This is an optimization exercise on Yosys and OpenROAD, whose aim is small area, a short achievable clock period and few clock cycles, not a production implementation. Only simulation tests tie the RTL to the original design; equivalence was not proved. No activity file was given, so power comes from the tool's default toggle rates.

## flow/config.mk

```make
export PLATFORM = sky130hd
export DESIGN_NAME = energy_vad_endpoint_detector_core
export DESIGN_NICKNAME = energy_vad_endpoint_detector_core
export VERILOG_FILES = /design/flow/design.v
export SDC_FILE = /design/flow/constraint.sdc
export NUM_CORES = 4
export LEC_CHECK = 0
export ABC_AREA = 1
export CAP_MARGIN = 20
export CORE_MARGIN = 2
export CORE_UTILIZATION = 40
export SLEW_MARGIN = 20
```

## flow/flow/run.sh

```bash
#!/bin/bash
# Layout flow: the standard ORFS flow, with the timing repair after
# clock-tree synthesis and global routing aiming for setup slack of
# REPAIR_MARGIN ns (the clock period and constraints are unchanged; only the
# repair target moves). Each step's full output is in orfs/logs/; make's own
# output goes to flow_make.log here.
set -euo pipefail
REPAIR_MARGIN=7.0
bash standard.sh SETUP_SLACK_MARGIN=$REPAIR_MARGIN finish > flow_make.log 2>&1
```

## flow/standard.sh

```bash
#!/bin/bash
# synth_recipe.tcl (not shown) runs the flow's synth.tcl, then flattens the netlist and writes it again
# the make line also repeats each setting of config.mk as NAME=value (left out here)
make -C /OpenROAD-flow-scripts/flow DESIGN_CONFIG=/design/flow/config.mk WORK_HOME=/design/flow/orfs CLKGATE_MAP_FILE= SYNTH_SCRIPT=/design/flow/synth_recipe.tcl "${@:-finish}"
```

## flow/design.v

```verilog
`timescale 1ns / 1ps
package evad_pkg;
  localparam logic [1:0] OP_SAMPLE = 2'd0;
  localparam logic [1:0] OP_TICK   = 2'd1;
  localparam logic [1:0] OP_OPEN   = 2'd2;
  localparam logic [1:0] OP_STOP   = 2'd3;
  localparam logic [2:0] CFG_LOUD_MEAN_SQUARE = 3'd0;
  localparam logic [2:0] CFG_SPEECH_MIN_TIME  = 3'd1;
  localparam logic [2:0] CFG_SILENCE_END_TIME = 3'd2;
  localparam logic [2:0] CFG_MAX_UTTER_TIME   = 3'd3;
  localparam logic [2:0] CFG_TICK_TIME        = 3'd4;
  localparam logic [30:0] LMS_RESET     = 31'd68719;
  localparam logic [15:0] SPEECH_RESET  = 16'd400;
  localparam logic [15:0] SILENCE_RESET = 16'd900;
  localparam logic [15:0] MAX_RESET     = 16'd20000;
  localparam logic [9:0]  TICK_RESET    = 10'd50;
endpackage
`timescale 1ns / 1ps
module evad_square (
  input  logic [14:0] y,       
  input  logic        s,       
  input  logic [30:0] nl,
  output logic [32:0] u_a,
  output logic [32:0] u_b
);
  logic p_0_1, p_0_2, p_0_3, p_0_4, p_0_5, p_0_6, p_0_7, p_0_8, p_0_9, p_0_10, p_0_11, p_0_12;
  logic p_0_13, p_0_14, p_1_2, p_1_3, p_1_4, p_1_5, p_1_6, p_1_7, p_1_8, p_1_9, p_1_10, p_1_11;
  logic p_1_12, p_1_13, p_1_14, p_2_3, p_2_4, p_2_5, p_2_6, p_2_7, p_2_8, p_2_9, p_2_10, p_2_11;
  logic p_2_12, p_2_13, p_2_14, p_3_4, p_3_5, p_3_6, p_3_7, p_3_8, p_3_9, p_3_10, p_3_11, p_3_12;
  logic p_3_13, p_3_14, p_4_5, p_4_6, p_4_7, p_4_8, p_4_9, p_4_10, p_4_11, p_4_12, p_4_13, p_4_14;
  logic p_5_6, p_5_7, p_5_8, p_5_9, p_5_10, p_5_11, p_5_12, p_5_13, p_5_14, p_6_7, p_6_8, p_6_9;
  logic p_6_10, p_6_11, p_6_12, p_6_13, p_6_14, p_7_8, p_7_9, p_7_10, p_7_11, p_7_12, p_7_13, p_7_14;
  logic p_8_9, p_8_10, p_8_11, p_8_12, p_8_13, p_8_14, p_9_10, p_9_11, p_9_12, p_9_13, p_9_14, p_10_11;
  logic p_10_12, p_10_13, p_10_14, p_11_12, p_11_13, p_11_14, p_12_13, p_12_14, p_13_14, t_0, t_1, t_2;
  logic t_3, t_4, t_5, t_6, t_7, t_8, t_9, t_10, t_11, t_12, t_13, t_14;
  logic w1, w2, w3, w4, w5, w6, w7, w8, w9, w10, w11, w12;
  logic w13, w14, w15, w16, w17, w18, w19, w20, w21, w22, w23, w24;
  logic w25, w26, w27, w28, w29, w30, w31, w32, w33, w34, w35, w36;
  logic w37, w38, w39, w40, w41, w42, w43, w44, w45, w46, w47, w48;
  logic w49, w50, w51, w52, w53, w54, w55, w56, w57, w58, w59, w60;
  logic w61, w62, w63, w64, w65, w66, w67, w68, w69, w70, w71, w72;
  logic w73, w74, w75, w76, w77, w78, w79, w80, w81, w82, w83, w84;
  logic w85, w86, w87, w88, w89, w90, w91, w92, w93, w94, w95, w96;
  logic w97, w98, w99, w100, w101, w102, w103, w104, w105, w106, w107, w108;
  logic w109, w110, w111, w112, w113, w114, w115, w116, w117, w118, w119, w120;
  logic w121, w122, w123, w124, w125, w126, w127, w128, w129, w130, w131, w132;
  logic w133, w134, w135, w136, w137, w138, w139, w140, w141, w142, w143, w144;
  logic w145, w146, w147, w148, w149, w150, w151, w152, w153, w154, w155, w156;
  logic w157, w158, w159, w160, w161, w162, w163, w164, w165, w166, w167, w168;
  logic w169, w170, w171, w172, w173, w174, w175, w176, w177, w178, w179, w180;
  logic w181, w182, w183, w184, w185, w186, w187, w188, w189, w190, w191, w192;
  logic w193, w194, w195, w196, w197, w198, w199, w200, w201, w202, w203, w204;
  logic w205, w206, w207, w208, w209, w210, w211, w212, w213, w214, w215, w216;
  logic w217, w218, w219, w220, w221, w222, w223, w224, w225, w226, w227, w228;
  logic w229, w230, w231, w232, w233, w234, w235, w236, w237, w238, w239, w240;
  logic w241, w242, w243, w244, w245, w246, w247, w248, w249, w250, w251, w252;
  logic w253, w254, w255, w256, w257, w258, w259, w260, w261, w262, w263, w264;
  logic w265, w266, w267, w268, w269, w270;
  assign p_0_1 = y[0] & y[1];
  assign p_0_2 = y[0] & y[2];
  assign p_0_3 = y[0] & y[3];
  assign p_0_4 = y[0] & y[4];
  assign p_0_5 = y[0] & y[5];
  assign p_0_6 = y[0] & y[6];
  assign p_0_7 = y[0] & y[7];
  assign p_0_8 = y[0] & y[8];
  assign p_0_9 = y[0] & y[9];
  assign p_0_10 = y[0] & y[10];
  assign p_0_11 = y[0] & y[11];
  assign p_0_12 = y[0] & y[12];
  assign p_0_13 = y[0] & y[13];
  assign p_0_14 = y[0] & y[14];
  assign p_1_2 = y[1] & y[2];
  assign p_1_3 = y[1] & y[3];
  assign p_1_4 = y[1] & y[4];
  assign p_1_5 = y[1] & y[5];
  assign p_1_6 = y[1] & y[6];
  assign p_1_7 = y[1] & y[7];
  assign p_1_8 = y[1] & y[8];
  assign p_1_9 = y[1] & y[9];
  assign p_1_10 = y[1] & y[10];
  assign p_1_11 = y[1] & y[11];
  assign p_1_12 = y[1] & y[12];
  assign p_1_13 = y[1] & y[13];
  assign p_1_14 = y[1] & y[14];
  assign p_2_3 = y[2] & y[3];
  assign p_2_4 = y[2] & y[4];
  assign p_2_5 = y[2] & y[5];
  assign p_2_6 = y[2] & y[6];
  assign p_2_7 = y[2] & y[7];
  assign p_2_8 = y[2] & y[8];
  assign p_2_9 = y[2] & y[9];
  assign p_2_10 = y[2] & y[10];
  assign p_2_11 = y[2] & y[11];
  assign p_2_12 = y[2] & y[12];
  assign p_2_13 = y[2] & y[13];
  assign p_2_14 = y[2] & y[14];
  assign p_3_4 = y[3] & y[4];
  assign p_3_5 = y[3] & y[5];
  assign p_3_6 = y[3] & y[6];
  assign p_3_7 = y[3] & y[7];
  assign p_3_8 = y[3] & y[8];
  assign p_3_9 = y[3] & y[9];
  assign p_3_10 = y[3] & y[10];
  assign p_3_11 = y[3] & y[11];
  assign p_3_12 = y[3] & y[12];
  assign p_3_13 = y[3] & y[13];
  assign p_3_14 = y[3] & y[14];
  assign p_4_5 = y[4] & y[5];
  assign p_4_6 = y[4] & y[6];
  assign p_4_7 = y[4] & y[7];
  assign p_4_8 = y[4] & y[8];
  assign p_4_9 = y[4] & y[9];
  assign p_4_10 = y[4] & y[10];
  assign p_4_11 = y[4] & y[11];
  assign p_4_12 = y[4] & y[12];
  assign p_4_13 = y[4] & y[13];
  assign p_4_14 = y[4] & y[14];
  assign p_5_6 = y[5] & y[6];
  assign p_5_7 = y[5] & y[7];
  assign p_5_8 = y[5] & y[8];
  assign p_5_9 = y[5] & y[9];
  assign p_5_10 = y[5] & y[10];
  assign p_5_11 = y[5] & y[11];
  assign p_5_12 = y[5] & y[12];
  assign p_5_13 = y[5] & y[13];
  assign p_5_14 = y[5] & y[14];
  assign p_6_7 = y[6] & y[7];
  assign p_6_8 = y[6] & y[8];
  assign p_6_9 = y[6] & y[9];
  assign p_6_10 = y[6] & y[10];
  assign p_6_11 = y[6] & y[11];
  assign p_6_12 = y[6] & y[12];
  assign p_6_13 = y[6] & y[13];
  assign p_6_14 = y[6] & y[14];
  assign p_7_8 = y[7] & y[8];
  assign p_7_9 = y[7] & y[9];
  assign p_7_10 = y[7] & y[10];
  assign p_7_11 = y[7] & y[11];
  assign p_7_12 = y[7] & y[12];
  assign p_7_13 = y[7] & y[13];
  assign p_7_14 = y[7] & y[14];
  assign p_8_9 = y[8] & y[9];
  assign p_8_10 = y[8] & y[10];
  assign p_8_11 = y[8] & y[11];
  assign p_8_12 = y[8] & y[12];
  assign p_8_13 = y[8] & y[13];
  assign p_8_14 = y[8] & y[14];
  assign p_9_10 = y[9] & y[10];
  assign p_9_11 = y[9] & y[11];
  assign p_9_12 = y[9] & y[12];
  assign p_9_13 = y[9] & y[13];
  assign p_9_14 = y[9] & y[14];
  assign p_10_11 = y[10] & y[11];
  assign p_10_12 = y[10] & y[12];
  assign p_10_13 = y[10] & y[13];
  assign p_10_14 = y[10] & y[14];
  assign p_11_12 = y[11] & y[12];
  assign p_11_13 = y[11] & y[13];
  assign p_11_14 = y[11] & y[14];
  assign p_12_13 = y[12] & y[13];
  assign p_12_14 = y[12] & y[14];
  assign p_13_14 = y[13] & y[14];
  assign t_0 = y[0] & s;
  assign t_1 = y[1] & s;
  assign t_2 = y[2] & s;
  assign t_3 = y[3] & s;
  assign t_4 = y[4] & s;
  assign t_5 = y[5] & s;
  assign t_6 = y[6] & s;
  assign t_7 = y[7] & s;
  assign t_8 = y[8] & s;
  assign t_9 = y[9] & s;
  assign t_10 = y[10] & s;
  assign t_11 = y[11] & s;
  assign t_12 = y[12] & s;
  assign t_13 = y[13] & s;
  assign t_14 = y[14] & s;
  assign w1 = p_0_13 ^ p_1_12;
  assign w2 = p_0_13 & p_1_12;
  assign w3 = p_0_14 ^ p_1_13;
  assign w4 = p_0_14 & p_1_13;
  assign w5 = p_1_14 ^ p_2_13;
  assign w6 = p_1_14 & p_2_13;
  assign w7 = p_0_7 ^ p_1_6;
  assign w8 = p_0_7 & p_1_6;
  assign w9 = p_0_8 ^ p_1_7;
  assign w10 = p_0_8 & p_1_7;
  assign w11 = p_0_9 ^ p_1_8 ^ p_2_7;
  assign w12 = (p_0_9 & p_1_8) | (p_0_9 & p_2_7) | (p_1_8 & p_2_7);
  assign w13 = p_3_6 ^ p_4_5;
  assign w14 = p_3_6 & p_4_5;
  assign w15 = p_0_10 ^ p_1_9 ^ p_2_8;
  assign w16 = (p_0_10 & p_1_9) | (p_0_10 & p_2_8) | (p_1_9 & p_2_8);
  assign w17 = p_3_7 ^ p_4_6;
  assign w18 = p_3_7 & p_4_6;
  assign w19 = p_0_11 ^ p_1_10 ^ p_2_9;
  assign w20 = (p_0_11 & p_1_10) | (p_0_11 & p_2_9) | (p_1_10 & p_2_9);
  assign w21 = p_3_8 ^ p_4_7 ^ p_5_6;
  assign w22 = (p_3_8 & p_4_7) | (p_3_8 & p_5_6) | (p_4_7 & p_5_6);
  assign w23 = y[6] ^ t_11;
  assign w24 = y[6] & t_11;
  assign w25 = p_0_12 ^ p_1_11 ^ p_2_10;
  assign w26 = (p_0_12 & p_1_11) | (p_0_12 & p_2_10) | (p_1_11 & p_2_10);
  assign w27 = p_3_9 ^ p_4_8 ^ p_5_7;
  assign w28 = (p_3_9 & p_4_8) | (p_3_9 & p_5_7) | (p_4_8 & p_5_7);
  assign w29 = t_12 ^ nl[13];
  assign w30 = t_12 & nl[13];
  assign w31 = w1 ^ p_2_11 ^ p_3_10;
  assign w32 = (w1 & p_2_11) | (w1 & p_3_10) | (p_2_11 & p_3_10);
  assign w33 = p_4_9 ^ p_5_8 ^ p_6_7;
  assign w34 = (p_4_9 & p_5_8) | (p_4_9 & p_6_7) | (p_5_8 & p_6_7);
  assign w35 = y[7] ^ t_13 ^ nl[14];
  assign w36 = (y[7] & t_13) | (y[7] & nl[14]) | (t_13 & nl[14]);
  assign w37 = w2 ^ w3 ^ p_2_12;
  assign w38 = (w2 & w3) | (w2 & p_2_12) | (w3 & p_2_12);
  assign w39 = p_3_11 ^ p_4_10 ^ p_5_9;
  assign w40 = (p_3_11 & p_4_10) | (p_3_11 & p_5_9) | (p_4_10 & p_5_9);
  assign w41 = p_6_8 ^ t_14 ^ nl[15];
  assign w42 = (p_6_8 & t_14) | (p_6_8 & nl[15]) | (t_14 & nl[15]);
  assign w43 = w4 ^ w5 ^ p_3_12;
  assign w44 = (w4 & w5) | (w4 & p_3_12) | (w5 & p_3_12);
  assign w45 = p_4_11 ^ p_5_10 ^ p_6_9;
  assign w46 = (p_4_11 & p_5_10) | (p_4_11 & p_6_9) | (p_5_10 & p_6_9);
  assign w47 = p_7_8 ^ y[8] ^ nl[16];
  assign w48 = (p_7_8 & y[8]) | (p_7_8 & nl[16]) | (y[8] & nl[16]);
  assign w49 = w6 ^ p_2_14 ^ p_3_13;
  assign w50 = (w6 & p_2_14) | (w6 & p_3_13) | (p_2_14 & p_3_13);
  assign w51 = p_4_12 ^ p_5_11 ^ p_6_10;
  assign w52 = (p_4_12 & p_5_11) | (p_4_12 & p_6_10) | (p_5_11 & p_6_10);
  assign w53 = p_7_9 ^ nl[17];
  assign w54 = p_7_9 & nl[17];
  assign w55 = p_3_14 ^ p_4_13 ^ p_5_12;
  assign w56 = (p_3_14 & p_4_13) | (p_3_14 & p_5_12) | (p_4_13 & p_5_12);
  assign w57 = p_6_11 ^ p_7_10 ^ p_8_9;
  assign w58 = (p_6_11 & p_7_10) | (p_6_11 & p_8_9) | (p_7_10 & p_8_9);
  assign w59 = y[9] ^ nl[18];
  assign w60 = y[9] & nl[18];
  assign w61 = p_4_14 ^ p_5_13 ^ p_6_12;
  assign w62 = (p_4_14 & p_5_13) | (p_4_14 & p_6_12) | (p_5_13 & p_6_12);
  assign w63 = p_7_11 ^ p_8_10;
  assign w64 = p_7_11 & p_8_10;
  assign w65 = p_5_14 ^ p_6_13 ^ p_7_12;
  assign w66 = (p_5_14 & p_6_13) | (p_5_14 & p_7_12) | (p_6_13 & p_7_12);
  assign w67 = p_8_11 ^ p_9_10;
  assign w68 = p_8_11 & p_9_10;
  assign w69 = p_6_14 ^ p_7_13;
  assign w70 = p_6_14 & p_7_13;
  assign w71 = p_7_14 ^ p_8_13;
  assign w72 = p_7_14 & p_8_13;
  assign w73 = p_0_3 ^ p_1_2;
  assign w74 = p_0_3 & p_1_2;
  assign w75 = p_0_4 ^ p_1_3;
  assign w76 = p_0_4 & p_1_3;
  assign w77 = p_0_5 ^ p_1_4 ^ p_2_3;
  assign w78 = (p_0_5 & p_1_4) | (p_0_5 & p_2_3) | (p_1_4 & p_2_3);
  assign w79 = y[3] ^ t_5;
  assign w80 = y[3] & t_5;
  assign w81 = p_0_6 ^ p_1_5 ^ p_2_4;
  assign w82 = (p_0_6 & p_1_5) | (p_0_6 & p_2_4) | (p_1_5 & p_2_4);
  assign w83 = t_6 ^ nl[7];
  assign w84 = t_6 & nl[7];
  assign w85 = w7 ^ p_2_5 ^ p_3_4;
  assign w86 = (w7 & p_2_5) | (w7 & p_3_4) | (p_2_5 & p_3_4);
  assign w87 = y[4] ^ t_7 ^ nl[8];
  assign w88 = (y[4] & t_7) | (y[4] & nl[8]) | (t_7 & nl[8]);
  assign w89 = w8 ^ w9 ^ p_2_6;
  assign w90 = (w8 & w9) | (w8 & p_2_6) | (w9 & p_2_6);
  assign w91 = p_3_5 ^ t_8 ^ nl[9];
  assign w92 = (p_3_5 & t_8) | (p_3_5 & nl[9]) | (t_8 & nl[9]);
  assign w93 = w10 ^ w11 ^ w13;
  assign w94 = (w10 & w11) | (w10 & w13) | (w11 & w13);
  assign w95 = y[5] ^ t_9 ^ nl[10];
  assign w96 = (y[5] & t_9) | (y[5] & nl[10]) | (t_9 & nl[10]);
  assign w97 = w12 ^ w14 ^ w15;
  assign w98 = (w12 & w14) | (w12 & w15) | (w14 & w15);
  assign w99 = w17 ^ t_10 ^ nl[11];
  assign w100 = (w17 & t_10) | (w17 & nl[11]) | (t_10 & nl[11]);
  assign w101 = w16 ^ w18 ^ w19;
  assign w102 = (w16 & w18) | (w16 & w19) | (w18 & w19);
  assign w103 = w21 ^ w23 ^ nl[12];
  assign w104 = (w21 & w23) | (w21 & nl[12]) | (w23 & nl[12]);
  assign w105 = w20 ^ w22 ^ w24;
  assign w106 = (w20 & w22) | (w20 & w24) | (w22 & w24);
  assign w107 = w25 ^ w27 ^ w29;
  assign w108 = (w25 & w27) | (w25 & w29) | (w27 & w29);
  assign w109 = w26 ^ w28 ^ w30;
  assign w110 = (w26 & w28) | (w26 & w30) | (w28 & w30);
  assign w111 = w31 ^ w33 ^ w35;
  assign w112 = (w31 & w33) | (w31 & w35) | (w33 & w35);
  assign w113 = w32 ^ w34 ^ w36;
  assign w114 = (w32 & w34) | (w32 & w36) | (w34 & w36);
  assign w115 = w37 ^ w39 ^ w41;
  assign w116 = (w37 & w39) | (w37 & w41) | (w39 & w41);
  assign w117 = w38 ^ w40 ^ w42;
  assign w118 = (w38 & w40) | (w38 & w42) | (w40 & w42);
  assign w119 = w43 ^ w45 ^ w47;
  assign w120 = (w43 & w45) | (w43 & w47) | (w45 & w47);
  assign w121 = w44 ^ w46 ^ w48;
  assign w122 = (w44 & w46) | (w44 & w48) | (w46 & w48);
  assign w123 = w49 ^ w51 ^ w53;
  assign w124 = (w49 & w51) | (w49 & w53) | (w51 & w53);
  assign w125 = w50 ^ w52 ^ w54;
  assign w126 = (w50 & w52) | (w50 & w54) | (w52 & w54);
  assign w127 = w55 ^ w57 ^ w59;
  assign w128 = (w55 & w57) | (w55 & w59) | (w57 & w59);
  assign w129 = w56 ^ w58 ^ w60;
  assign w130 = (w56 & w58) | (w56 & w60) | (w58 & w60);
  assign w131 = w61 ^ w63 ^ nl[19];
  assign w132 = (w61 & w63) | (w61 & nl[19]) | (w63 & nl[19]);
  assign w133 = w62 ^ w64 ^ w65;
  assign w134 = (w62 & w64) | (w62 & w65) | (w64 & w65);
  assign w135 = w67 ^ y[10] ^ nl[20];
  assign w136 = (w67 & y[10]) | (w67 & nl[20]) | (y[10] & nl[20]);
  assign w137 = w66 ^ w68 ^ w69;
  assign w138 = (w66 & w68) | (w66 & w69) | (w68 & w69);
  assign w139 = p_8_12 ^ p_9_11 ^ nl[21];
  assign w140 = (p_8_12 & p_9_11) | (p_8_12 & nl[21]) | (p_9_11 & nl[21]);
  assign w141 = w70 ^ w71 ^ p_9_12;
  assign w142 = (w70 & w71) | (w70 & p_9_12) | (w71 & p_9_12);
  assign w143 = p_10_11 ^ y[11] ^ nl[22];
  assign w144 = (p_10_11 & y[11]) | (p_10_11 & nl[22]) | (y[11] & nl[22]);
  assign w145 = w72 ^ p_8_14 ^ p_9_13;
  assign w146 = (w72 & p_8_14) | (w72 & p_9_13) | (p_8_14 & p_9_13);
  assign w147 = p_10_12 ^ nl[23];
  assign w148 = p_10_12 & nl[23];
  assign w149 = p_9_14 ^ p_10_13 ^ p_11_12;
  assign w150 = (p_9_14 & p_10_13) | (p_9_14 & p_11_12) | (p_10_13 & p_11_12);
  assign w151 = y[12] ^ nl[24];
  assign w152 = y[12] & nl[24];
  assign w153 = p_10_14 ^ p_11_13;
  assign w154 = p_10_14 & p_11_13;
  assign w155 = p_11_14 ^ p_12_13;
  assign w156 = p_11_14 & p_12_13;
  assign w157 = p_0_1 ^ y[1];
  assign w158 = p_0_1 & y[1];
  assign w159 = p_0_2 ^ t_2;
  assign w160 = p_0_2 & t_2;
  assign w161 = w73 ^ y[2] ^ t_3;
  assign w162 = (w73 & y[2]) | (w73 & t_3) | (y[2] & t_3);
  assign w163 = w74 ^ w75 ^ t_4;
  assign w164 = (w74 & w75) | (w74 & t_4) | (w75 & t_4);
  assign w165 = w76 ^ w77 ^ w79;
  assign w166 = (w76 & w77) | (w76 & w79) | (w77 & w79);
  assign w167 = w78 ^ w80 ^ w81;
  assign w168 = (w78 & w80) | (w78 & w81) | (w80 & w81);
  assign w169 = w82 ^ w84 ^ w85;
  assign w170 = (w82 & w84) | (w82 & w85) | (w84 & w85);
  assign w171 = w86 ^ w88 ^ w89;
  assign w172 = (w86 & w88) | (w86 & w89) | (w88 & w89);
  assign w173 = w90 ^ w92 ^ w93;
  assign w174 = (w90 & w92) | (w90 & w93) | (w92 & w93);
  assign w175 = w94 ^ w96 ^ w97;
  assign w176 = (w94 & w96) | (w94 & w97) | (w96 & w97);
  assign w177 = w98 ^ w100 ^ w101;
  assign w178 = (w98 & w100) | (w98 & w101) | (w100 & w101);
  assign w179 = w102 ^ w104 ^ w105;
  assign w180 = (w102 & w104) | (w102 & w105) | (w104 & w105);
  assign w181 = w106 ^ w108 ^ w109;
  assign w182 = (w106 & w108) | (w106 & w109) | (w108 & w109);
  assign w183 = w110 ^ w112 ^ w113;
  assign w184 = (w110 & w112) | (w110 & w113) | (w112 & w113);
  assign w185 = w114 ^ w116 ^ w117;
  assign w186 = (w114 & w116) | (w114 & w117) | (w116 & w117);
  assign w187 = w118 ^ w120 ^ w121;
  assign w188 = (w118 & w120) | (w118 & w121) | (w120 & w121);
  assign w189 = w122 ^ w124 ^ w125;
  assign w190 = (w122 & w124) | (w122 & w125) | (w124 & w125);
  assign w191 = w126 ^ w128 ^ w129;
  assign w192 = (w126 & w128) | (w126 & w129) | (w128 & w129);
  assign w193 = w130 ^ w132 ^ w133;
  assign w194 = (w130 & w132) | (w130 & w133) | (w132 & w133);
  assign w195 = w134 ^ w136 ^ w137;
  assign w196 = (w134 & w136) | (w134 & w137) | (w136 & w137);
  assign w197 = w138 ^ w140 ^ w141;
  assign w198 = (w138 & w140) | (w138 & w141) | (w140 & w141);
  assign w199 = w142 ^ w144 ^ w145;
  assign w200 = (w142 & w144) | (w142 & w145) | (w144 & w145);
  assign w201 = w146 ^ w148 ^ w149;
  assign w202 = (w146 & w148) | (w146 & w149) | (w148 & w149);
  assign w203 = w150 ^ w152 ^ w153;
  assign w204 = (w150 & w152) | (w150 & w153) | (w152 & w153);
  assign w205 = w154 ^ w155 ^ y[13];
  assign w206 = (w154 & w155) | (w154 & y[13]) | (w155 & y[13]);
  assign w207 = w156 ^ p_12_14;
  assign w208 = w156 & p_12_14;
  assign w209 = p_13_14 ^ y[14];
  assign w210 = p_13_14 & y[14];
  assign w211 = y[0] ^ s;
  assign w212 = y[0] & s;
  assign w213 = t_0 ^ nl[1];
  assign w214 = t_0 & nl[1];
  assign w215 = w157 ^ t_1 ^ nl[2];
  assign w216 = (w157 & t_1) | (w157 & nl[2]) | (t_1 & nl[2]);
  assign w217 = w158 ^ w159 ^ nl[3];
  assign w218 = (w158 & w159) | (w158 & nl[3]) | (w159 & nl[3]);
  assign w219 = w160 ^ w161 ^ nl[4];
  assign w220 = (w160 & w161) | (w160 & nl[4]) | (w161 & nl[4]);
  assign w221 = w162 ^ w163 ^ nl[5];
  assign w222 = (w162 & w163) | (w162 & nl[5]) | (w163 & nl[5]);
  assign w223 = w164 ^ w165 ^ nl[6];
  assign w224 = (w164 & w165) | (w164 & nl[6]) | (w165 & nl[6]);
  assign w225 = w166 ^ w167 ^ w83;
  assign w226 = (w166 & w167) | (w166 & w83) | (w167 & w83);
  assign w227 = w168 ^ w169 ^ w87;
  assign w228 = (w168 & w169) | (w168 & w87) | (w169 & w87);
  assign w229 = w170 ^ w171 ^ w91;
  assign w230 = (w170 & w171) | (w170 & w91) | (w171 & w91);
  assign w231 = w172 ^ w173 ^ w95;
  assign w232 = (w172 & w173) | (w172 & w95) | (w173 & w95);
  assign w233 = w174 ^ w175 ^ w99;
  assign w234 = (w174 & w175) | (w174 & w99) | (w175 & w99);
  assign w235 = w176 ^ w177 ^ w103;
  assign w236 = (w176 & w177) | (w176 & w103) | (w177 & w103);
  assign w237 = w178 ^ w179 ^ w107;
  assign w238 = (w178 & w179) | (w178 & w107) | (w179 & w107);
  assign w239 = w180 ^ w181 ^ w111;
  assign w240 = (w180 & w181) | (w180 & w111) | (w181 & w111);
  assign w241 = w182 ^ w183 ^ w115;
  assign w242 = (w182 & w183) | (w182 & w115) | (w183 & w115);
  assign w243 = w184 ^ w185 ^ w119;
  assign w244 = (w184 & w185) | (w184 & w119) | (w185 & w119);
  assign w245 = w186 ^ w187 ^ w123;
  assign w246 = (w186 & w187) | (w186 & w123) | (w187 & w123);
  assign w247 = w188 ^ w189 ^ w127;
  assign w248 = (w188 & w189) | (w188 & w127) | (w189 & w127);
  assign w249 = w190 ^ w191 ^ w131;
  assign w250 = (w190 & w191) | (w190 & w131) | (w191 & w131);
  assign w251 = w192 ^ w193 ^ w135;
  assign w252 = (w192 & w193) | (w192 & w135) | (w193 & w135);
  assign w253 = w194 ^ w195 ^ w139;
  assign w254 = (w194 & w195) | (w194 & w139) | (w195 & w139);
  assign w255 = w196 ^ w197 ^ w143;
  assign w256 = (w196 & w197) | (w196 & w143) | (w197 & w143);
  assign w257 = w198 ^ w199 ^ w147;
  assign w258 = (w198 & w199) | (w198 & w147) | (w199 & w147);
  assign w259 = w200 ^ w201 ^ w151;
  assign w260 = (w200 & w201) | (w200 & w151) | (w201 & w151);
  assign w261 = w202 ^ w203 ^ nl[25];
  assign w262 = (w202 & w203) | (w202 & nl[25]) | (w203 & nl[25]);
  assign w263 = w204 ^ w205 ^ nl[26];
  assign w264 = (w204 & w205) | (w204 & nl[26]) | (w205 & nl[26]);
  assign w265 = w206 ^ w207 ^ nl[27];
  assign w266 = (w206 & w207) | (w206 & nl[27]) | (w207 & nl[27]);
  assign w267 = w208 ^ w209 ^ nl[28];
  assign w268 = (w208 & w209) | (w208 & nl[28]) | (w209 & nl[28]);
  assign w269 = w210 ^ nl[29];
  assign w270 = w210 & nl[29];
  assign u_a = {1'b0, 1'b0, w270, w268, w266, w264, w262, w260, w258, w256, w254, w252, w250, w248, w246, w244, w242, w240, w238, w236, w234, w232, w230, w228, w226, w224, w222, w220, w218, w216, w214, w212, w211};
  assign u_b = {1'b0, 1'b0, nl[30], w269, w267, w265, w263, w261, w259, w257, w255, w253, w251, w249, w247, w245, w243, w241, w239, w237, w235, w233, w231, w229, w227, w225, w223, w221, w219, w217, w215, w213, nl[0]};
endmodule
`timescale 1ns / 1ps
import evad_pkg::*;
module energy_vad_endpoint_detector_core (
  input  logic        clk,
  input  logic        rst,
  input  logic        s_tvalid,
  output logic        s_tready,
  input  logic [15:0] s_tdata,
  input  logic [1:0]  s_tuser,
  input  logic        s_tlast,
  output logic        m_tvalid,
  input  logic        m_tready,
  output logic [7:0]  m_tdata,
  input  logic        cfg_we,
  input  logic [2:0]  cfg_index,
  input  logic [30:0] cfg_wdata
);
  logic [30:0] nlms;          
  logic [15:0] speech_min;
  logic [15:0] silence_end;
  logic [15:0] max_utter;
  logic [9:0]  tick;
  logic        wr_lms;
  assign wr_lms = cfg_we && (cfg_index == CFG_LOUD_MEAN_SQUARE);
  always_ff @(posedge clk) begin
    if (rst) begin
      nlms        <= ~LMS_RESET;
      speech_min  <= SPEECH_RESET;
      silence_end <= SILENCE_RESET;
      max_utter   <= MAX_RESET;
      tick        <= TICK_RESET;
    end else if (cfg_we) begin
      case (cfg_index)
        CFG_LOUD_MEAN_SQUARE: nlms        <= ~cfg_wdata;
        CFG_SPEECH_MIN_TIME:  speech_min  <= cfg_wdata[15:0];
        CFG_SILENCE_END_TIME: silence_end <= cfg_wdata[15:0];
        CFG_MAX_UTTER_TIME:   max_utter   <= cfg_wdata[15:0];
        CFG_TICK_TIME:        tick        <= cfg_wdata[9:0];
        default: ;
      endcase
    end
  end
  logic [14:0] y0;            
  logic        s0;            
  logic [1:0]  op0;
  logic        last0;
  logic        v0;
  logic        accept;
  assign accept = s_tvalid && s_tready;
  always_ff @(posedge clk) begin
    y0    <= s_tdata[14:0] ^ {15{s_tdata[15]}};
    s0    <= s_tdata[15];
    op0   <= s_tuser;
    last0 <= s_tlast;
    v0    <= !rst && accept;
  end
  logic [32:0] sq_a, sq_b;    
  logic [43:0] a1;
  logic [30:0] b1;
  logic [1:0]  op1;
  logic        last1;
  logic        v1;
  evad_square u_square (
    .y   (y0),
    .s   (s0),
    .nl  (nlms),
    .u_a (sq_a),
    .u_b (sq_b)
  );
  logic        pass_a, pass_b, tail, dirty;
  logic [3:0]  step;
  logic        step_last;
  logic        corr_start, again;
  logic [12:0] count;
  assign step_last  = (step == 4'd12);
  assign corr_start = wr_lms && !pass_a && !pass_b && !tail && (count != '0);
  assign again      = tail && (dirty || wr_lms);
  always_ff @(posedge clk) begin
    op1   <= op0;
    last1 <= last0;
    v1    <= !rst && v0;
    if (v0)                            a1 <= {13'h1FFF, sq_a[30:0]};   
    else if (pass_a && step_last)      a1 <= {13'h1FFF, nlms};
    else if (pass_a)                   a1 <= {a1[42:0], 1'b0};
    else if (pass_b)                   a1 <= {a1[42:0], 1'b1};
    else if (tail)                     a1 <= {13'd0, ~a1[43:13]};
    else                               a1 <= {13'd0, ~nlms};
    b1 <= v0 ? sq_b[30:0] : 31'd0;
  end
  always_ff @(posedge clk) begin
    if (rst) begin
      pass_a <= 1'b0;
      pass_b <= 1'b0;
      tail   <= 1'b0;
      dirty  <= 1'b0;
      step   <= '0;
    end else begin
      tail <= pass_b && step_last;
      if (corr_start || again) begin
        pass_a <= 1'b1;
        step   <= '0;
      end else if (pass_a && step_last) begin
        pass_a <= 1'b0;
        pass_b <= 1'b1;
        step   <= '0;
      end else if (pass_b && step_last) begin
        pass_b <= 1'b0;
        step   <= '0;
      end else if (pass_a || pass_b) begin
        step   <= step + 4'd1;
      end
      if (tail) dirty <= 1'b0;
      else if (wr_lms && (pass_b || (pass_a && step_last))) dirty <= 1'b1;
    end
  end
  logic [43:0] acc_e;
  logic [43:0] sum_e;
  logic        add_c;
  logic [43:0] cs1_s, cs1_c;
  logic        level;
  logic        level_next;
  logic        smp1;
  logic        busy;
  logic        count_bit;
  assign busy  = pass_a || pass_b;    
  assign smp1  = v1 && (op1 == OP_SAMPLE);
  assign add_c = busy ? pass_b : 1'b1;
  assign cs1_s = acc_e ^ a1 ^ 44'(b1);
  assign cs1_c = (acc_e & a1) | (acc_e & 44'(b1)) | (a1 & 44'(b1));
  evad_add #(
    .W (44)
  ) u_add_e (
    .a (cs1_s),
    .b ({cs1_c[42:0], add_c}),
    .s (sum_e)
  );
  assign count_bit = count[step];
  always_comb begin
    level_next = level;
    if (smp1 && last1) level_next = count[12] ? !acc_e[43] : !sum_e[43];
  end
  always_ff @(posedge clk) begin
    if (rst) begin
      acc_e <= '1;
      count <= '0;
      level <= 1'b0;
    end else if (busy) begin
      if (count_bit) acc_e <= sum_e;
    end else if (smp1) begin
      level <= level_next;
      if (last1) begin
        acc_e <= '1;
        count <= '0;
      end else if (!count[12]) begin
        acc_e <= sum_e;
        count <= count + 13'd1;
      end
    end
  end
  logic        turn_open, heard, ended;
  logic [15:0] speech_time, quiet_time;
  logic [15:0] time_base;
  logic [16:0] time_sum;
  logic [15:0] time_sat;
  logic        ge_smin, ge_sil, ge_max_loud, ge_max_quiet;
  logic        open_next, heard_next, ended_next;
  logic [15:0] speech_next, quiet_next;
  logic        endpoint, cause, forward;
  assign time_base  = level ? speech_time : quiet_time;
  assign time_sum   = 17'(time_base) + 17'(tick);
  assign time_sat   = time_sum[16] ? 16'hFFFF : time_sum[15:0];
  evad_ge2 u_ge_smin (
    .a (speech_time), .t (tick), .c (speech_min), .ge (ge_smin)
  );
  evad_ge2 u_ge_sil (
    .a (quiet_time), .t (tick), .c (silence_end), .ge (ge_sil)
  );
  evad_ge2 u_ge_max_loud (
    .a (speech_time), .t (tick), .c (max_utter), .ge (ge_max_loud)
  );
  evad_ge3 u_ge_max_quiet (
    .a (speech_time), .b (quiet_time), .t (tick), .c (max_utter), .ge (ge_max_quiet)
  );
  always_comb begin
    open_next   = turn_open;
    heard_next  = heard;
    ended_next  = ended;
    speech_next = speech_time;
    quiet_next  = quiet_time;
    endpoint    = 1'b0;
    cause       = 1'b0;
    forward     = 1'b0;
    case (op1)
      OP_SAMPLE: forward = turn_open;
      OP_TICK: begin
        if (turn_open && !ended) begin
          if (level) begin
            speech_next = time_sat;
            quiet_next  = '0;
            if (ge_smin) heard_next = 1'b1;
            if (ge_max_loud) begin
              ended_next = 1'b1;
              endpoint   = 1'b1;
              cause      = 1'b1;
            end
          end else begin
            quiet_next = time_sat;
            if (heard && ge_sil) begin
              ended_next = 1'b1;
              endpoint   = 1'b1;
            end else if (ge_max_quiet) begin
              ended_next = 1'b1;
              endpoint   = 1'b1;
              cause      = 1'b1;
            end
          end
        end
      end
      OP_OPEN: begin
        speech_next = '0;
        quiet_next  = '0;
        heard_next  = 1'b0;
        ended_next  = 1'b0;
        open_next   = 1'b1;
      end
      default: open_next = 1'b0;
    endcase
  end
  always_ff @(posedge clk) begin
    if (rst) begin
      turn_open   <= 1'b0;
      heard       <= 1'b0;
      ended       <= 1'b0;
      speech_time <= '0;
      quiet_time  <= '0;
    end else if (v1) begin
      turn_open   <= open_next;
      heard       <= heard_next;
      ended       <= ended_next;
      speech_time <= speech_next;
      quiet_time  <= quiet_next;
    end
  end
  logic [5:0] res;
  logic [5:0] ring [0:2];
  logic [1:0] wr_ptr, rd_ptr;
  logic [1:0] qc;             
  logic [5:0] m_flags;
  logic [5:0] head;
  logic       have, load;
  logic       out_free;
  logic       take;
  logic [2:0] inflight, inflight_next;
  assign res      = {heard_next, forward, open_next, level_next, cause, endpoint};
  assign out_free = !m_tvalid || m_tready;
  assign take     = m_tvalid && m_tready;
  assign have     = (qc != 2'd0) || v1;
  assign load     = out_free && have;
  assign head     = (qc != 2'd0) ? ring[rd_ptr] : res;
  assign m_tdata  = {2'b00, m_flags};
  always_ff @(posedge clk) begin
    if (v1) ring[wr_ptr] <= res;
    if (out_free) m_flags <= head;
  end
  always_ff @(posedge clk) begin
    if (rst) begin
      m_tvalid <= 1'b0;
      qc       <= '0;
      wr_ptr   <= '0;
      rd_ptr   <= '0;
    end else begin
      if (out_free) m_tvalid <= have;
      qc <= qc + 2'(v1) - 2'(load);
      if (v1)   wr_ptr <= (wr_ptr == 2'd2) ? 2'd0 : wr_ptr + 2'd1;
      if (load) rd_ptr <= (rd_ptr == 2'd2) ? 2'd0 : rd_ptr + 2'd1;
    end
  end
  assign inflight_next = inflight + 3'(accept) - 3'(take);
  always_ff @(posedge clk) begin
    if (rst) begin
      inflight <= '0;
      s_tready <= 1'b0;
    end else begin
      inflight <= inflight_next;
      s_tready <= (inflight_next <= 3'd3) && !corr_start && !pass_a && !pass_b
                  && !(tail && (dirty || wr_lms));
    end
  end
endmodule
module evad_add #(
  parameter int W = 44
) (
  input  logic [W-1:0] a,
  input  logic [W-1:0] b,
  output logic [W-1:0] s
);
  localparam int LV = $clog2(W);
  logic [W-1:0] gp [0:LV];    
  logic [W-1:0] pp [0:LV];    
  assign gp[0] = a & b;
  assign pp[0] = a ^ b;
  for (genvar l = 0; l < LV; l++) begin : g_level
    for (genvar i = 0; i < W; i++) begin : g_bit
      if (((i >> l) & 1) == 1) begin : g_comb
        localparam int J = ((i >> l) << l) - 1;
        assign gp[l+1][i] = gp[l][i] | (pp[l][i] & gp[l][J]);
        assign pp[l+1][i] = pp[l][i] & pp[l][J];
      end else begin : g_pass
        assign gp[l+1][i] = gp[l][i];
        assign pp[l+1][i] = pp[l][i];
      end
    end
  end
  assign s = (a ^ b) ^ {gp[LV][W-2:0], 1'b0};
endmodule
module evad_carry #(
  parameter int W = 18
) (
  input  logic [W-1:0] a,
  input  logic [W-1:0] b,
  output logic         co
);
  logic [31:0] gl [0:5];
  logic [31:0] pl [0:5];
  assign gl[0] = 32'(a & b);
  assign pl[0] = 32'(a | b);
  for (genvar l = 0; l < 5; l++) begin : g_level
    localparam int N = (W + (1 << l) - 1) >> l;    
    for (genvar j = 0; j < 16; j++) begin : g_node
      if (2 * j + 1 < N) begin : g_comb
        assign gl[l+1][j] = gl[l][2*j+1] | (pl[l][2*j+1] & gl[l][2*j]);
        assign pl[l+1][j] = pl[l][2*j+1] & pl[l][2*j];
      end else if (2 * j < N) begin : g_pass
        assign gl[l+1][j] = gl[l][2*j];
        assign pl[l+1][j] = pl[l][2*j];
      end else begin : g_none
        assign gl[l+1][j] = 1'b0;
        assign pl[l+1][j] = 1'b0;
      end
    end
    assign gl[l+1][31:16] = '0;
    assign pl[l+1][31:16] = '0;
  end
  assign co = gl[5][0];
endmodule
module evad_ge2 (
  input  logic [15:0] a,
  input  logic [9:0]  t,
  input  logic [15:0] c,
  output logic        ge
);
  logic [16:0] x, nc, s, k;
  logic        co;
  assign x  = {1'b0, a};
  assign nc = ~{1'b0, c};
  assign s  = x ^ nc ^ 17'(t);
  assign k  = (x & nc) | (x & 17'(t)) | (nc & 17'(t));
  evad_carry #(
    .W (17)
  ) u_carry (
    .a  (s),
    .b  ({k[15:0], 1'b1}),
    .co (co)
  );
  assign ge = co | k[16];
endmodule
module evad_ge3 (
  input  logic [15:0] a,
  input  logic [15:0] b,
  input  logic [9:0]  t,
  input  logic [15:0] c,
  output logic        ge
);
  logic [17:0] x, y, nc, s1, k1, k1s, s2, k2;
  logic        co;
  assign x   = {2'b00, a};
  assign y   = {2'b00, b};
  assign nc  = ~{2'b00, c};
  assign s1  = x ^ y ^ 18'(t);
  assign k1  = (x & y) | (x & 18'(t)) | (y & 18'(t));
  assign k1s = {k1[16:0], 1'b0};
  assign s2  = s1 ^ k1s ^ nc;
  assign k2  = (s1 & k1s) | (s1 & nc) | (k1s & nc);
  evad_carry #(
    .W (18)
  ) u_carry (
    .a  (s2),
    .b  ({k2[16:0], 1'b1}),
    .co (co)
  );
  assign ge = co | k2[17];
endmodule
```

## flow/constraint.sdc

```tcl
create_clock -name core_clock -period 10.0 [get_ports {clk}]
set_input_delay 2.0000 -clock core_clock [delete_from_list [all_inputs] [get_ports {clk}]]
set_output_delay 2.0000 -clock core_clock [all_outputs]
set_load 0.01 [all_outputs]
```

==> results of run 1 <==
## metal layers
metal | up-vias | share of wire [%] | global-route usage, %
met4 | 0 | 3.1 | 7.01
met3 | 97 | 5.5 | 2.67
met2 | 523 | 44 | 34.6
li1 | 9355 | - | -
met5 | - | 0 | 0
met1 | 9205 | 47 | 30.9
## cell usage in the layout (no fill, tap or decap), drive strengths merged, types with 6 or more instances in the layout
| cell | count |
|---|---|
| nand4 | 9 |
| clkdlybuf4s50 | 50 |
| xor2 | 38 |
| fa | 197 |
| a31oi | 9 |
| o21bai | 13 |
| o311ai | 6 |
| dfxtp | 302 |
| o22ai | 8 |
| a21oi | 249 |
| nor2 | 158 |
| clkbuf | 56 |
| o41ai | 10 |
| ha | 128 |
| xnor2 | 9 |
| nand3 | 111 |
| o31ai | 8 |
| or2 | 13 |
| inv | 572 |
| a211oi | 6 |
| nand2 | 585 |
| o21ai | 253 |
| clkinv | 16 |
| buf | 78 |
| edfxtp | 24 |
| o211ai | 17 |
| nor3 | 41 |
## worst paths after layout
path	from	to	slack [ns]	cells past startpoint
worst min register to register	op0[0]	op1[0]	0.33	0
worst min-delay path	op0[0]	op1[0]	0.33	0
worst max-delay path	m_tready	s_tready	6.92	11
worst max register to register	y0[13]	b1[16]	7.02	11
## kinds of logic (layout without fill, tap and decap cells)
family          Yosys count  after routing  synth area share, %
buf+inv                 692            781                 11.8
xor+xnor                 47             47                 1.82
flops                   326            326                 29.9
fa+ha+maj               325            325                 24.5
mux                       1              1               0.0443
other cells               1              2               0.0166
compound gates          604            604                 14.7
simple gates            924            927                 17.2
## repair_timing
| action | 4_1_cts | 5_1_grt |
|---|---|---|
| gates cloned | 5 | 1 |
| setup buffers | 31 | 20 |
| pin swaps | 19 | 42 |
| setup endpoints to repair | 222 | 172 |
| gates resized for setup | 127 | 129 |
## per-stage QoR
step                      hold WS (ns)  total power (W)
after floorplan                  0.310          0.00287
after global placement           0.314          0.00329
after detailed placement         0.312          0.00336
after CTS                        0.325          0.00499
after global routing             0.330          0.00542
final                            0.325          0.00504
## sequential cells by signal, summed over array words and instances (netlist names), 2 cells and up, named ones only
name,count
a1,44
op0,2
speech_time,16
nlms,31
max_utter,16
rd_ptr,2
silence_end,16
step,4
tick,10
speech_min,16
ring,18
qc,2
count,13
op1,2
wr_ptr,2
quiet_time,16
b1,31
m_flags,6
acc_e,44
inflight,3
y0,15
## worst reg2reg max path: stages (launching register included)
cell and delay (ns):
dfxtp_4 0.37, nand2_1 0.07, inv_1 0.04, ha_1 0.28, fa_2 0.53, inv_1 0.05
fa_2 0.34, fa_1 0.49, inv_1 0.06, fa_2 0.52, nand2_1 0.07, inv_1 0.09
## power by group through the flow
stage               combinational [W]  clock (W)  sequential, W
floorplan                     0.00135          0        0.00152
global placement              0.00171          0        0.00158
detailed placement            0.00178          0        0.00158
CTS                           0.00188    0.00156        0.00155
global route                  0.00226    0.00161        0.00156
finish                        0.00196    0.00153        0.00154
## layout make-up
| class | instances | area [sq um] |
|---|---|---|
| repair buffers | 134 | 1280 |
| multi-input cells | 1906 | 13700 |
| flip-flops and latches | 326 | 6870 |
| clock inverters | 21 | 262 |
| inverters | 573 | 2170 |
| well taps | 756 | 946 |
| clock buffers | 53 | 1110 |
| fillers | 5529 | 29900 |
==> impl_metrics.ini, run 1 <==
[placed_design]
dp_cells = 3638
place_area_sq_mm = 0.0239
gp_congestion = 0.864
portBuffers = 65
dp_hpwl_mm = 44.4
dpl_worst_slack_ns = 5.45

[detailed_routing]
route.vias.total = 19180
final_antenna_net_count = 0
wl_per_cell_microns = 17.0
vias_per_cell = 5.09
drc = 0
dr.pass1.iters = 6
totalWireLength_mm = 64.2
drt_iter0_markers = 1262

[setup_path]
crit_top_cell = ha_4
critPathMaxFanout = 2
cp-end-kind = register
path_class = in -> reg
path_buf_inv = 3
slowest_delay_ns = 0.37
required_ns = 10.49
critPathArrivalTime_ns = 3.57
path_cells = buf_8 -> nand2_4 -> inv_4 -> ha_4 -> inv_2 -> ha_4 -> fa_2 -> xnor2_4 -> xnor2_2 -> nand3_1 -> nor3_1
cp-start-kind = input port
cpMaxStageDelayCell = fa_2
cp_top_family = adder cells

[finish]
instances_no_fill = 3769
finalInstanceArea_sq_mm = 0.0263
drive_above_1_share_pct = 11.1
n_antenna_cell = 0
nets = 3364
utilization_pct = 46.8
area_growth_pct = 16.3

[timing]
tightestPinTransition_ns = 1.09
rsz0062_at_grt = yes
period_needed_ns = 3.08
finalSetupViolCount = 0
setup_tns_ns = 0
timing.fmax_mhz = 324
slew_headroom_pct = 27.3
fin_crit_sh_pct = 30.8
skew_ns = 0.0269
drv_slew = 0
timing.final.ws_setup_ns = 6.92
hold_viol_final = 0

[power_and_ir_drop]
swShare_pct = 37.7
irDropWorstVdd_mv = 0.114
pwr-share-seq_pct = 30.6
p_int_w = 0.00314
p_per_area_mw_per_mm2 = 192
clockPowerShare_pct = 30.4
p_leak_nw = 12.4
power_switching_w = 0.00190
power_frac_comb_pct = 39.0

[synthesis]
yosys_warnings = 10
synth_edf_count = 24
ys_types = 63
avgSynthCellArea_sq_um = 7.75
synth.most_common_cell = nand2_1
yosys.area.top_type_share_pct = 26.7
async_flop_share_pct = 0
yosysSeqAreaShare_pct = 29.9
syn_inst = 2920
synth_ff_type = dfxtp_1
synth_area_sq_mm = 0.0226
ys_top_cells_by_area = dfxtp_1 (27%), fa_1 (17%), nand2_1 (9.5%)
synth_seq_cells = 326
synthTopCellsByCount = nand2_1 (573), inv_1 (564), dfxtp_1 (302)
synth_top_area_cell = dfxtp_1

[floorplanning]
row_count = 87
die_width_microns = 242
die_h_microns = 242
start_util_pct = 40.3
die_area_sq_mm = 0.0585
core_sq_mm = 0.0562
ios = 68

[global_routing]
antenna_found_initial = 0
track_usage_pct = 21.8
grt_max_degree = 90
grt.overflow.total = 0
grt_pass1_wl_mm = 102
grt_pass1_vias = 18914

[clock_network]
clockRootBuffer = clkbuf_16
h-tree-depth = 2
cts_tree = yes
cts_buffers = 40
clkTransAtPathRegs_ns = 0.06
clock_latency_ns = 0.58
ctsHoldBuffers = 0
cts.sinks = 326
clk_path_buf_depth = 3

[min_path]
min_path_type = reg -> reg

[run_status]
outcome = finished clean

[flow_run]
cap_viol_max_count = 0
Testbench counts, summed over its fixed seeds: cycles 160,139.
==> run 2, diff against run 1 <==
--- a/flow/config.mk
+++ b/flow/config.mk
@@ -7,3 +7,2 @@
 export LEC_CHECK = 0
-export ABC_AREA = 1
 export CAP_MARGIN = 20
==> impl_metrics.ini, run 2 <==
[finish]
nets = 2889
layout_common_cells = nand2_1 (261), inv_1 (254), dfxtp_1 (244)
n_antenna_cell = 0
area_growth_pct = 22.0
top_regs = a1 x44, acc_e x44
drive_above_1_share_pct = 18.9
multi_input_area_sq_mm = 0.0150
final_common_cell = nand2_1
seqCellArea_sq_mm = 0.00690
finalInstanceArea_sq_mm = 0.0266
fillers = 4957

[synthesis]
yosys_warnings = 10
synth_ff_type = dfxtp_1
synth_edf_count = 24
ys_types = 83
synth_seq_cells = 326
yosysSeqAreaShare_pct = 31.0
syn_inst = 2399
synth.most_common_cell = dfxtp_1
synthTopCellsByCount = dfxtp_1 (302), nand2_1 (275), inv_1 (274)
ys_top_cells_by_area = dfxtp_1 (28%), fa_1 (18%), ha_1 (7.3%)
synth_area_sq_mm = 0.0218
async_flop_share_pct = 0
yosys.area.top_type_share_pct = 27.7
avgSynthCellArea_sq_um = 9.09
synth_top_area_cell = dfxtp_1

[floorplanning]
start_util_pct = 40.5
die_width_microns = 238
row_count = 85
die_area_sq_mm = 0.0564
ios = 68
die_h_microns = 238
core_sq_mm = 0.0538

[setup_path]
required_ns = 10.29
path_cells = fa_1 -> ha_4 -> nand2_2 -> a2111o_1 -> a31o_4 -> a2111oi_4 -> a211oi_4 -> o2bb2ai_4 -> or4b_4 -> nand3_4 -> a31oi_4
slowest_delay_ns = 0.49
critPathMaxFanout = 3
cp-start-kind = register
critPathArrivalTime_ns = 3.75
cpMaxStageDelayCell = or4b_4
path_class = reg -> reg
cp-end-kind = register
path_buf_inv = 0
cp_top_family = compound AO/OA/AOI/OAI gates

[power_and_ir_drop]
power_w = 0.00527
irDropWorstVdd_mv = 0.145
p_leak_nw = 10.8
p_per_area_mw_per_mm2 = 198

[global_routing]
grt_max_degree = 92
grt_pass1_vias = 17765
antenna_found_initial = 0
grt_pass1_wl_mm = 96.2
grt.overflow.total = 0
track_usage_pct = 21.5

[detailed_routing]
totalWireLength_mm = 60.0
route.vias.total = 17345
drt_iter0_markers = 1184
final_antenna_net_count = 0
drc = 0
wl_per_cell_microns = 18.6
dr.pass1.iters = 5
vias_per_cell = 5.37

[timing]
slew_headroom_pct = 30.8
setup_tns_ns = 0
fin_crit_sh_pct = 34.6
finalSetupViolCount = 0
rsz0062_at_grt = yes
period_needed_ns = 3.46
tightestPinTransition_ns = 1.04
drv_slew = 0
timing.fmax_mhz = 289
hold_viol_final = 0
skew_ns = 0.0225

[clock_network]
cts_buffers = 37
clk_path_buf_depth = 3
ctsHoldBuffers = 0
clkTransAtPathRegs_ns = 0.06
clockRootBuffer = clkbuf_16
cts_tree = yes
clock_latency_ns = 0.58
cts.sinks = 326
h-tree-depth = 2

[flow_run]
cap_viol_max_count = 0

[placed_design]
place_area_sq_mm = 0.0234
dp_hpwl_mm = 43.4
portBuffers = 65
gp_congestion = 0.874

[min_path]
min_path_type = reg -> reg

[run_status]
outcome = finished clean
run 2: worst reg2reg max path: cells and delay by family, from the launching register on:
family          cells  cell delay (ns)
fa+ha+maj           2             0.78
flops               1             0.37
compound gates      6             1.33
simple gates        3             0.71
run 2: power by group:
part           leakage [nW]  switching (W)  total, W  internal, W
logic                  7.50        0.00119   0.00237      0.00118
registers              2.72       0.000124   0.00155      0.00142
clock network         0.571       0.000580   0.00135     0.000773
run 2: area by class of cell:
type	count	share of cell area (%)
flip-flops and latches	326	25.9
repair buffers	176	6.16
inverters	274	3.96
multi-input cells	1691	56.3
clock buffers	48	3.82
well taps	696	3.27
clock inverters	16	0.588
run 2: timing repair:
item | in CTS | in global routing
endpoints found under the hold margin | 0 | 0
setup endpoints to repair | 189 | 166
gates resized for setup | 222 | 171
setup buffers | 66 | 33
pin swaps | 101 | 107
run 2: cells by family after synthesis:
logic type / count (synthesis) / share of synthesized area [%]
AO/OA/AOI/OAI: 478 / 14.4
XOR/XNOR: 65 / 2.61
adder cells (fa/ha/maj): 336 / 25.9
buffers and inverters: 383 / 6.63
flip-flops: 326 / 31.0
multiplexers: 66 / 3.25
other: 1 / 0.0172
AND/OR/NAND/NOR: 744 / 16.1
run 2: metrics by stage:
step / worst slack (ns) / util, % / hold slack (ns) / instances
2_1_floorplan: 6.55 / - / 0.310 / 2400
3_3_place_gp: 5.88 / 43.4 / 0.316 / 3064
3_5_place_dp: 5.87 / 43.4 / 0.315 / 3064
4_1_cts: 6.53 / 47.7 / 0.329 / 3194
5_1_grt: 6.45 / 49.5 / 0.349 / 3227
6_report: 6.54 / 49.5 / 0.331 / 3227
run 2: worst paths after layout:
path / from / end / slack, ns / depth (start not counted)
setup reg to reg: acc_e[10] / m_flags[2] / 6.54 / 11
hold / removal: op0[1] / op1[1] / 0.33 / 0
hold reg to reg: op0[1] / op1[1] / 0.33 / 0
setup / recovery: acc_e[10] / m_flags[2] / 6.54 / 11
run 2: routing by layer:
metal	global-route usage, %	vias to the layer above	part of all wire [%]
met2	35.9	447	47
met4	6.56	0	2.6
li1	-	8255	-
met1	28.8	8550	45
met5	0	-	0
met3	3.19	93	5.3
==> run 3, diff against run 2 <==
--- a/flow/design.v
+++ b/flow/design.v
@@ -683,5 +683,2 @@
       heard       <= 1'b0;
-      ended       <= 1'b0;
-      speech_time <= '0;
-      quiet_time  <= '0;
     end else if (v1) begin
@@ -689,2 +686,6 @@
       heard       <= heard_next;
+    end
+  end
+  always_ff @(posedge clk) begin
+    if (v1) begin
       ended       <= ended_next;
@@ -728,3 +729,13 @@
   end
-  assign inflight_next = inflight + 3'(accept) - 3'(take);
+  logic [2:0] inflight_inc, inflight_dec;
+  logic       credit_ok, hold_off;
+  assign inflight_inc  = inflight + 3'd1;
+  assign inflight_dec  = inflight - 3'd1;
+  assign inflight_next = (accept && !take) ? inflight_inc :
+                         (take && !accept) ? inflight_dec : inflight;
+  assign credit_ok = (inflight <= 3'd2)
+                  || ((inflight == 3'd3) && (!accept || take))
+                  || ((inflight == 3'd4) && take);
+  assign hold_off  = pass_a || pass_b || (tail && dirty)
+                  || (wr_lms && (tail || (count != '0)));
   always_ff @(posedge clk) begin
@@ -735,4 +746,3 @@
       inflight <= inflight_next;
-      s_tready <= (inflight_next <= 3'd3) && !corr_start && !pass_a && !pass_b
-                  && !(tail && (dirty || wr_lms));
+      s_tready <= credit_ok && !hold_off;
     end
--- a/flow/flow/run.sh
+++ b/flow/flow/run.sh
@@ -7,3 +7,3 @@
 set -euo pipefail
-REPAIR_MARGIN=7.0
+REPAIR_MARGIN=7.5
 bash standard.sh SETUP_SLACK_MARGIN=$REPAIR_MARGIN finish > flow_make.log 2>&1
--- a/flow/config.mk
+++ b/flow/config.mk
@@ -7,2 +7,3 @@
 export LEC_CHECK = 0
+export ABC_AREA = 1
 export CAP_MARGIN = 20
==> impl_metrics.ini, run 3 <==
[run_status]
outcome = finished clean

[synthesis]
synth_ff_type = dfxtp_1
synth_area_sq_mm = 0.0225
ys_types = 62
yosys_warnings = 10
synth_top_area_cell = dfxtp_1
synthTopCellsByCount = inv_1 (548), nand2_1 (527), dfxtp_1 (269)
avgSynthCellArea_sq_um = 7.97
yosysSeqAreaShare_pct = 31.5
ys_top_cells_by_area = dfxtp_1 (24%), fa_1 (18%), inv_1 (9.1%)
synth_edf_count = 57
yosys.area.top_type_share_pct = 23.9
syn_inst = 2825
synth_seq_cells = 326
async_flop_share_pct = 0
synth.most_common_cell = inv_1

[setup_path]
cp-end-kind = output pin
path_buf_inv = 1
cp-start-kind = register
path_cells = buf_2
required_ns = 8.00
cp_top_family = flip-flops
slowest_delay_ns = 0.36
critPathMaxFanout = 1
critPathArrivalTime_ns = 1.06
cpMaxStageDelayCell = edfxtp_1
path_class = reg -> out

[finish]
n_antenna_cell = 0
utilization_pct = 53.3
final_common_cell = inv_1
finalInstanceArea_sq_mm = 0.0295
layout_common_cells = inv_1 (443), nand2_1 (406), dfxtp_1 (220)
drive_above_1_share_pct = 29.5
area_growth_pct = 31.2
nets = 3409
top_regs = a1 x44, acc_e x44

[timing]
fin_crit_sh_pct = 30.6
rsz0062_at_grt = yes
tightestPinTransition_ns = 0.999
skew_ns = 0.0192
timing.final.ws_setup_ns = 6.94
drv_slew = 0
period_needed_ns = 3.06
hold_viol_final = 0
timing.fmax_mhz = 327
slew_headroom_pct = 32.9
finalSetupViolCount = 0
setup_tns_ns = 0

[placed_design]
dpl_worst_slack_ns = 5.59
place_area_sq_mm = 0.0245
gp_congestion = 0.856
portBuffers = 65
dp_hpwl_mm = 44.2

[detailed_routing]
wl_per_cell_microns = 17.9
route.vias.total = 19457
vias_per_cell = 5.11
wl_met1_mm = 30.3
wl_met3_mm = 3.87
dr.pass1.iters = 5
drc = 0
totalWireLength_mm = 68.1
final_antenna_net_count = 0
drt_iter0_markers = 1265
met2_length_mm = 31.9
top_layer = met4

[floorplanning]
core_sq_mm = 0.0554
start_util_pct = 40.6
row_count = 86
die_width_microns = 241
ios = 68
die_area_sq_mm = 0.0582
die_h_microns = 241

[global_routing]
track_usage_pct = 23.1
grt.overflow.total = 0
antenna_found_initial = 0
grt_pass1_wl_mm = 105
grt_max_degree = 95
grt_pass1_vias = 19267

[clock_network]
clock_latency_ns = 0.57
cts_buffers = 39
clkTransAtPathRegs_ns = 0.06
ctsHoldBuffers = 0
cts_tree = yes
clk_path_buf_depth = 3
h-tree-depth = 2
clockRootBuffer = clkbuf_16
cts.sinks = 326

[power_and_ir_drop]
irDropWorstVdd_mv = 0.118
p_leak_nw = 13.2
power_w = 0.00536
p_per_area_mw_per_mm2 = 181

[flow_run]
cap_viol_max_count = 0

[min_path]
min_path_type = reg -> reg
==> run 3: cells by family after synthesis <==
logic type / after synthesis / synth area share, %
other: 1 / 0.0167
AO/OA/AOI/OAI: 576 / 14.2
adder cells (fa/ha/maj): 324 / 24.6
buffers and inverters: 665 / 11.4
flip-flops: 326 / 31.5
multiplexers: 2 / 0.0889
AND/OR/NAND/NOR: 886 / 16.5
XOR/XNOR: 45 / 1.75
==> run 3: timing repair <==
item                       CTS  global route
pin swaps                  116           139
resized for setup          391           296
setup endpoints to repair  302           247
setup buffers              125            56
cloned                      13             3
==> run 3: final cells by class <==
| class | instances | area, sq um |
|---|---|---|
| fill | 5008 | 25900 |
| multi-input combinational | 1841 | 15200 |
| sequential | 326 | 7210 |
| timing repair buffer | 254 | 2580 |
| inverter | 556 | 2230 |
| clock buffer | 57 | 1190 |
| tap | 748 | 936 |
| timing repair inverter | 9 | 116 |
| clock inverter | 14 | 108 |
==> run 3: where the power goes <==
group          switching, W  internal (W)
combinational       0.00132       0.00105
clock              0.000597      0.000853
sequential         0.000101       0.00144
==> run 3: stage by stage <==
stage                     hold slack (ns)  std cells
final                               0.330       3805
after floorplan                     0.310       2826
after global placement              0.312       3537
after CTS                           0.332       3746
after global routing                0.335       3805
after detailed placement            0.319       3537
==> run 3: final timing paths <==
| kind | from | end | slack (ns) | depth (start not counted) |
|---|---|---|---|---|
| max reg2reg | tick[8] | m_flags[0] | 7.01 | 12 |
| min | op0[1] | op1[1] | 0.33 | 0 |
| max | m_flags[3] | m_tdata[3] | 6.94 | 1 |
| min reg2reg | op0[1] | op1[1] | 0.33 | 0 |
==> run 3: routing by layer <==
| metal | up-vias | global-route usage [%] |
|---|---|---|
| li1 | 9379 | - |
| met1 | 9386 | 31.4 |
| met2 | 556 | 38.2 |
| met3 | 136 | 3.43 |
| met4 | 0 | 6.77 |
| met5 | - | 0 |
Testbench counts of run 3, summed over its fixed seeds: cycles 160,139.
==> run 4, diff against run 3 <==
--- a/flow/flow/run.sh
+++ b/flow/flow/run.sh
@@ -7,3 +7,3 @@
 set -euo pipefail
-REPAIR_MARGIN=7.5
+REPAIR_MARGIN=7.0
 bash standard.sh SETUP_SLACK_MARGIN=$REPAIR_MARGIN finish > flow_make.log 2>&1
==> impl_metrics.ini, run 4 <==
[timing]
timing.final.ws_setup_ns = 6.95
rsz0062_at_grt = yes
skew_ns = 0.0305
timing.fmax_mhz = 328
period_needed_ns = 3.05
finalSetupViolCount = 0
setup_tns_ns = 0
fin_crit_sh_pct = 30.5
timing.hold.ws_ns = 0.330
hold_viol_final = 0
slew_headroom_pct = 25.0
drv_slew = 0
tightestPinTransition_ns = 1.12

[floorplanning]
die_h_microns = 241
ios = 68
die_width_microns = 241
row_count = 86
core_sq_mm = 0.0554
die_area_sq_mm = 0.0582
start_util_pct = 40.6

[setup_path]
slowest_delay_ns = 0.35
cp-endpoint = m_tdata[0]
cp-startpoint = m_flags[0]
path_depth = 1
path_class = reg -> out
path_cells = buf_2
cpMaxStageDelayCell = edfxtp_1
worstReg2RegStart = quiet_time[7]
cp_top_family = flip-flops
path_buf_inv = 1
critPathArrivalTime_ns = 1.05
cp-start-kind = register
cp-end-kind = output pin
r2r_slack_ns = 7.02
critPathMaxFanout = 1
reg2reg_to = m_flags[0]
required_ns = 8.00
r2r_cells = 14

[synthesis]
yosys_warnings = 10
synth.most_common_cell = inv_1
synthTopCellsByCount = inv_1 (548), nand2_1 (527), dfxtp_1 (269)
synth_top_area_cell = dfxtp_1
avgSynthCellArea_sq_um = 7.97
synth_ff_type = dfxtp_1
ys_top_cells_by_area = dfxtp_1 (24%), fa_1 (18%), inv_1 (9.1%)
synth_area_sq_mm = 0.0225
syn_inst = 2825
async_flop_share_pct = 0
yosysSeqAreaShare_pct = 31.5
ys_types = 62
yosys.area.top_type_share_pct = 23.9
synth_seq_cells = 326
synth_edf_count = 57

[detailed_routing]
drc = 0
vias_per_cell = 5.12
route.vias.total = 18874
drt_iter0_markers = 1188
wl_per_cell_microns = 17.3
totalWireLength_mm = 63.7
dr.pass1.iters = 5
final_antenna_net_count = 0

[finish]
instances_no_fill = 3683
layout_common_cells = inv_1 (529), nand2_1 (509), dfxtp_1 (241)
n_antenna_cell = 0
area_growth_pct = 17.0
nets = 3286
top_regs = a1 x44, acc_e x44
multi_input_area_sq_mm = 0.0133
fillers = 5370
drive_above_1_share_pct = 10.7
final_common_cell = inv_1
seqCellArea_sq_mm = 0.00718

[placed_design]
gp_congestion = 0.856
dp_cells = 3541
dp_hpwl_mm = 44.7
portBuffers = 65
dpl_worst_slack_ns = 5.78

[power_and_ir_drop]
irDropWorstVdd_mv = 0.105
p_per_area_mw_per_mm2 = 181
power_w = 0.00478
p_leak_nw = 12.4

[min_path]
min_path_type = reg -> reg
hp-start = last0

[global_routing]
grt_pass1_wl_mm = 101
grt_pass1_vias = 19084
grt.overflow.total = 0
antenna_found_initial = 1
track_usage_pct = 22.2
grt_max_degree = 95

[clock_network]
clk_path_buf_depth = 3
h-tree-depth = 2
clock_latency_ns = 0.58
cts_buffers = 40
cts_tree = yes
clkTransAtPathRegs_ns = 0.06
cts.sinks = 326
ctsHoldBuffers = 0
clockRootBuffer = clkbuf_16

[flow_run]
cap_viol_max_count = 0

[run_status]
outcome = finished clean
## run 4: cell types whose count changed in the layout (fill, tap and decap cells not counted), moves of 56 or more
cell     delta
nand2_2    -75
nand2_1   +103
o21ai_0    +74
o21ai_1    -56
a21oi_1   +103
a21oi_2    -91
inv_2      -76
inv_1      +86
## run 4: repair_timing
item | 4_1_cts | 5_1_grt
resized for setup | 111 | 102
cloned | 4 | 3
setup buffers | 31 | 30
pin swaps | 18 | 43
endpoints found under the setup margin | 239 | 114
## run 4: worst min path at each step
stage	slack, ns	depth (start not counted)	endpoint
final	0.33	0	last1
after global routing	0.35	0	op1[0]
after CTS	0.33	0	last1
after detailed placement	0.32	0	last1
after global placement	0.32	0	last1
after floorplan	0.31	0	last1
## run 4: report_power, final
group | internal (W) | leakage, nW | switching (W)
clock network | 0.000941 | 0.686 | 0.000605
logic | 0.000679 | 8.97 | 0.00101
registers | 0.00144 | 2.74 | 0.000102
## run 4: cell families after synthesis
| logic type | after synthesis | share of synthesized area (%) |
|---|---|---|
| xor gates and xnor gates | 45 | 1.75 |
| AOI/OAI and AO/OA | 576 | 14.2 |
| and+or+nand+nor | 886 | 16.5 |
| buffers and inverters | 665 | 11.4 |
| other | 1 | 0.0167 |
| muxes | 2 | 0.0889 |
| adders and majority gates | 324 | 24.6 |
| DFF | 326 | 31.5 |
## run 4: stage by stage
step | area (sq um) | utilization [%]
after global placement | 23800 | 43.0
final | 26300 | 47.5
after CTS | 25700 | 46.4
after detailed placement | 23800 | 43.0
after global routing | 26300 | 47.5
after floorplan | 22700 | -
## run 4: area by class of cell
type / count / share of cell area (%)
clock buffer: 57 / 4.69
clock inverter: 16 / 0.674
inverter: 556 / 8.18
multi-input combinational: 1837 / 50.4
sequential: 326 / 27.3
tap: 748 / 3.55
timing repair buffer: 141 / 5.22
timing repair inverter: 2 / 0.0570
## run 4: per-layer routing
| metal | part of all wire (%) | vias to the layer above | wire length [microns] | track usage [%] |
|---|---|---|---|---|
| met4 | 2.7 | 0 | 1690 | 7.13 |
| met5 | 0 | - | 0 | 0 |
| li1 | - | 9133 | - | - |
| met3 | 5.5 | 103 | 3520 | 3.01 |
| met2 | 48 | 507 | 30400 | 37.6 |
| met1 | 44 | 9131 | 28000 | 29.4 |

==> re-timing with driven ports <==
No port has a modelled driver above. Below, the same layouts with a new extraction and two added sets of constraints.
Step 1, drivers: a clkbuf_16 drives clk and a buf_2 each remaining input, both assumed.
Step 2 moves the port delays by t, midway between the first and last clock arrival at a register: inputs arrive t later, outputs are due t later. That takes back most of the time a late clock gives input paths.
Three values: no drivers, after step 1, after step 2; two values: the first two.
| run | t (ns) | slack for setup (ns) | worst setup path after step 2 | worst data-port slew with drivers (ns) | cell pins on the clock port's net |
|---|---|---|---|---|---|
| run 1 | 0.619 | 6.915 / 6.864 / 6.312 | input to register | 0.05 | 1 |
| run 2 | 0.619 | 6.542 / 6.542 / 6.235 | input to register | 0.04 | 1 |
| run 3 | 0.617 | 6.938 / 6.877 / 6.737 | input to register | 0.06 | 1 |
| run 4 | 0.619 | 6.949 / 6.889 / 6.505 | input to register | 0.09 | 1 |
After both steps every run listed still meets setup and hold. For run 1, which loses most, drivers alone change the setup slack by -0.051 ns; drivers and shift together by -0.603 ns.
